Source: an optimization exercise on an open RTL-to-GDS flow (aim: small area). Production flows keep margins and buffers that such runs may drop.
In this exercise RTL edits were held to simulation tests only and were not proved equivalent to the original.
The clock port is modelled as an ideal driver; clocking choices that lean on that would not hold on a real chip.
Power is estimated from default activity; no workload was simulated.

==> flow/design.v <==
package alu_issue_ctrl_pkg;
    localparam int DATA_WIDTH_DEF     = 32;
    localparam int ALU_OPRN_WIDTH_DEF = 6;
    localparam int REG_ADDR_WIDTH_DEF = 5;
    typedef enum logic [1:0] {
        CLR  = 2'd0,   
        RD1  = 2'd1,   
        RD2  = 2'd2,   
        DONE = 2'd3    
    } state_e;
endpackage
module alu_issue_ctrl_register_file
#(
    parameter int DATA_WIDTH     = alu_issue_ctrl_pkg::DATA_WIDTH_DEF,
    parameter int REG_ADDR_WIDTH = alu_issue_ctrl_pkg::REG_ADDR_WIDTH_DEF
) (
    input  logic                  clk_i,
    output logic [DATA_WIDTH-1:0] tap_o,
    input  logic                  we_i,
    input  logic [DATA_WIDTH-1:0] wdata_i
);
    localparam int NREG = (1 << REG_ADDR_WIDTH) - 1;
    logic [DATA_WIDTH-1:0] ring_q [NREG];
    always_ff @(posedge clk_i) begin
        ring_q[0] <= we_i ? wdata_i : ring_q[NREG-1];
        for (int i = 1; i < NREG; i++) begin
            ring_q[i] <= ring_q[i-1];
        end
    end
    assign tap_o = ring_q[NREG-1];
endmodule
module alu_issue_ctrl
#(
    parameter int DATA_WIDTH     = alu_issue_ctrl_pkg::DATA_WIDTH_DEF,
    parameter int ALU_OPRN_WIDTH = alu_issue_ctrl_pkg::ALU_OPRN_WIDTH_DEF,
    parameter int REG_ADDR_WIDTH = alu_issue_ctrl_pkg::REG_ADDR_WIDTH_DEF
) (
    input  logic                      CLK,
    input  logic                      RST,
    input  logic                      REQ_VALID,
    output logic                      REQ_READY,
    input  logic [ALU_OPRN_WIDTH-1:0] REQ_OPRN,
    input  logic [REG_ADDR_WIDTH-1:0] REQ_RS1,
    input  logic [REG_ADDR_WIDTH-1:0] REQ_RS2,
    input  logic [REG_ADDR_WIDTH-1:0] REQ_RD,
    input  logic                      REQ_IMM_SEL,
    input  logic [DATA_WIDTH-1:0]     REQ_IMM,
    output logic [DATA_WIDTH-1:0]     ALU_OP1,
    output logic [DATA_WIDTH-1:0]     ALU_OP2,
    output logic [ALU_OPRN_WIDTH-1:0] ALU_OPRN,
    input  logic [DATA_WIDTH-1:0]     ALU_RESULT,
    output logic                      RSP_VALID,
    input  logic                      RSP_READY,
    output logic [DATA_WIDTH-1:0]     RSP_DATA,
    output logic [REG_ADDR_WIDTH-1:0] RSP_RD
);
    localparam logic [REG_ADDR_WIDTH-1:0] TAG_FIRST = REG_ADDR_WIDTH'(1);
    alu_issue_ctrl_pkg::state_e state_q, state_d;
    logic [REG_ADDR_WIDTH-1:0] tag_q, tag_d;
    logic                      rsp_valid_q, rsp_valid_d;
    logic                      wb_pend_q, wb_pend_d;
    logic [REG_ADDR_WIDTH-1:0] rd_q;
    logic [DATA_WIDTH-1:0]     x_q;
    logic [DATA_WIDTH-1:0] tap;
    logic                  rf_we;
    logic                  rs1_zero, rs2_zero;
    logic                  cap_a, cap_r, wb_now;
    assign rs1_zero = (REQ_RS1 == '0);
    assign rs2_zero = (REQ_RS2 == '0);
    assign cap_a  = (state_q == alu_issue_ctrl_pkg::RD1) && REQ_VALID &&
                    (rs1_zero || (tag_q == REQ_RS1));
    assign cap_r  = (state_q == alu_issue_ctrl_pkg::RD2) && REQ_VALID &&
                    (REQ_IMM_SEL || rs2_zero || (tag_q == REQ_RS2));
    assign wb_now = wb_pend_q && (tag_q == rd_q);
    assign rf_we  = (state_q == alu_issue_ctrl_pkg::CLR) || wb_now;
    alu_issue_ctrl_register_file #(
        .DATA_WIDTH     (DATA_WIDTH),
        .REG_ADDR_WIDTH (REG_ADDR_WIDTH)
    ) u_register_file (
        .clk_i   (CLK),
        .tap_o   (tap),
        .we_i    (rf_we),
        .wdata_i (x_q)
    );
    always_comb begin
        state_d     = state_q;
        tag_d       = {tag_q[3:0], tag_q[4] ^ tag_q[2]};
        rsp_valid_d = rsp_valid_q;
        wb_pend_d   = wb_pend_q;
        unique case (state_q)
            alu_issue_ctrl_pkg::CLR: begin
                wb_pend_d = 1'b0;
                if (tag_d == TAG_FIRST && !wb_pend_q) state_d = alu_issue_ctrl_pkg::RD1;
            end
            alu_issue_ctrl_pkg::RD1:
                if (cap_a) state_d = alu_issue_ctrl_pkg::RD2;
            alu_issue_ctrl_pkg::RD2:
                if (cap_r) begin
                    state_d     = alu_issue_ctrl_pkg::DONE;
                    rsp_valid_d = 1'b1;
                    wb_pend_d   = (REQ_RD != '0);
                end
            alu_issue_ctrl_pkg::DONE: begin
                if (RSP_READY) rsp_valid_d = 1'b0;
                if (wb_now)    wb_pend_d   = 1'b0;
                if (!rsp_valid_d && !wb_pend_d) state_d = alu_issue_ctrl_pkg::RD1;
            end
            default: state_d = alu_issue_ctrl_pkg::CLR;
        endcase
    end
    always_ff @(posedge CLK or posedge RST) begin
        if (RST) begin
            state_q     <= alu_issue_ctrl_pkg::CLR;
            tag_q       <= TAG_FIRST;
            rsp_valid_q <= 1'b0;
            wb_pend_q   <= 1'b1;
        end else begin
            state_q     <= state_d;
            tag_q       <= tag_d;
            rsp_valid_q <= rsp_valid_d;
            wb_pend_q   <= wb_pend_d;
        end
    end
    always_ff @(posedge CLK) begin
        if (state_q == alu_issue_ctrl_pkg::CLR || cap_a)
            x_q <= (state_q == alu_issue_ctrl_pkg::CLR || rs1_zero) ? '0 : tap;
        else if (cap_r)
            x_q <= ALU_RESULT;
        if (cap_r)
            rd_q <= REQ_RD;
    end
    assign REQ_READY = cap_r;
    assign RSP_VALID = rsp_valid_q;
    assign RSP_DATA  = x_q;
    assign RSP_RD    = rd_q;
    assign ALU_OP1   = x_q;
    assign ALU_OP2   = REQ_IMM_SEL ? REQ_IMM : (rs2_zero ? '0 : tap);
    assign ALU_OPRN  = REQ_OPRN;
endmodule
export LEC_CHECK = 0
export ABC_AREA = 1
export CAP_MARGIN = 20
export CORE_MARGIN = 2
export CORE_UTILIZATION = 60
export PLACE_DENSITY = 0.75
export SLEW_MARGIN = 20
export BUFFER_PORTS_ARGS = -buffer_cell sky130_fd_sc_hd__buf_1
export CTS_ARGS = -sink_clustering_enable -repair_clock_nets -dont_use_dummy_load -buf_list sky130_fd_sc_hd__clkbuf_4 -sink_clustering_size 10 -sink_clustering_max_diameter 40
export POST_CTS_TCL = /design/flow/flow/post_cts.tcl
create_clock -name core_clock -period 5.0 [get_ports {CLK}]
standard.sh (not shown) runs the stock make flow with config.mk's settings and CLKGATE_MAP_FILE= SYNTH_SCRIPT=/design/flow/synth_recipe.tcl, a recipe that flattens the netlist after the stock synthesis.
==> flow/flow/run.sh <==
#!/bin/bash
# Standard layout (standard.sh, unchanged synthesis), with smaller port
# buffers, a clock tree built from small buffers without dummy loads, and
# data-path cells downsized after CTS where timing allows.
set -euo pipefail
cat >> config.mk <<CFG
export BUFFER_PORTS_ARGS = -buffer_cell sky130_fd_sc_hd__buf_1
export CTS_ARGS = -sink_clustering_enable -repair_clock_nets -dont_use_dummy_load -buf_list sky130_fd_sc_hd__clkbuf_4 -sink_clustering_size 10 -sink_clustering_max_diameter 40
export POST_CTS_TCL = $(pwd)/flow/post_cts.tcl
CFG
bash standard.sh finish > flow_make.log 2>&1
==> flow/flow/post_cts.tcl <==
# After CTS: downsize data-path cells that have slack to spare, then
# legalise the placement again.
estimate_parasitics -placement
repair_timing -recover_power 100 -setup_margin 0.3 -verbose
detailed_placement
check_placement -verbose
Then changed:
--- a/flow/design.v
+++ b/flow/design.v
@@ -55,5 +55,5 @@
     output logic [REG_ADDR_WIDTH-1:0] RSP_RD
 );
-    localparam logic [REG_ADDR_WIDTH-1:0] TAG_FIRST = REG_ADDR_WIDTH'(1);
+    localparam logic [REG_ADDR_WIDTH-1:0] TAG_LAST = '1;
     alu_issue_ctrl_pkg::state_e state_q, state_d;
     logic [REG_ADDR_WIDTH-1:0] tag_q, tag_d;
@@ -85,12 +85,10 @@
     always_comb begin
         state_d     = state_q;
-        tag_d       = {tag_q[3:0], tag_q[4] ^ tag_q[2]};
+        tag_d       = (tag_q == TAG_LAST) ? REG_ADDR_WIDTH'(1) : tag_q + 1'b1;
         rsp_valid_d = rsp_valid_q;
         wb_pend_d   = wb_pend_q;
         unique case (state_q)
-            alu_issue_ctrl_pkg::CLR: begin
-                wb_pend_d = 1'b0;
-                if (tag_d == TAG_FIRST && !wb_pend_q) state_d = alu_issue_ctrl_pkg::RD1;
-            end
+            alu_issue_ctrl_pkg::CLR:
+                if (tag_q == TAG_LAST) state_d = alu_issue_ctrl_pkg::RD1;
             alu_issue_ctrl_pkg::RD1:
                 if (cap_a) state_d = alu_issue_ctrl_pkg::RD2;
@@ -112,7 +110,7 @@
         if (RST) begin
             state_q     <= alu_issue_ctrl_pkg::CLR;
-            tag_q       <= TAG_FIRST;
+            tag_q       <= '0;
             rsp_valid_q <= 1'b0;
-            wb_pend_q   <= 1'b1;
+            wb_pend_q   <= 1'b0;
         end else begin
             state_q     <= state_d;
After rerunning: The new run completed with no timing, DRC or antenna violations; sequential power rose by about 20%; core utilization rose by 0.11 points; via count rose by 1.2%; critical path depth fell by 3; clock skew rose by 65 ps.

separate check: timing with driven ports:
The flow's constraints put no driver on any port. The routed layouts listed below were extracted and timed again, unchanged, in two steps.
Step 1 (the two cells are an assumption about what drives the block):
set clk [get_ports {CLK}]
set_driving_cell -lib_cell sky130_fd_sc_hd__clkbuf_16 $clk
set_driving_cell -lib_cell sky130_fd_sc_hd__buf_2 [delete_from_list [all_inputs] $clk]
Step 2 adds t to the input delays and takes it off the output delays; t is the mean of the earliest and latest rising clock arrival at the registers after step 1. Input paths then give back, and output paths get back, about the clock's delay inside the block.
Three values: ideal, step 1, step 2; two values: the first two.
| run | t (ns) | setup WS [ns] | clock arrival spread, ns |
|---|---|---|---|
| the first run | 0.809 | 1.136 / 1.110 / 1.110 | 0.063 / 0.063 |
| the second run | 0.804 | 1.387 / 1.362 / 1.362 | 0.102 / 0.103 |
After both steps every run listed still meets setup and hold. The setup slack of the first run, which loses most, moves by -0.026 ns with the drivers and by -0.026 ns with both steps.
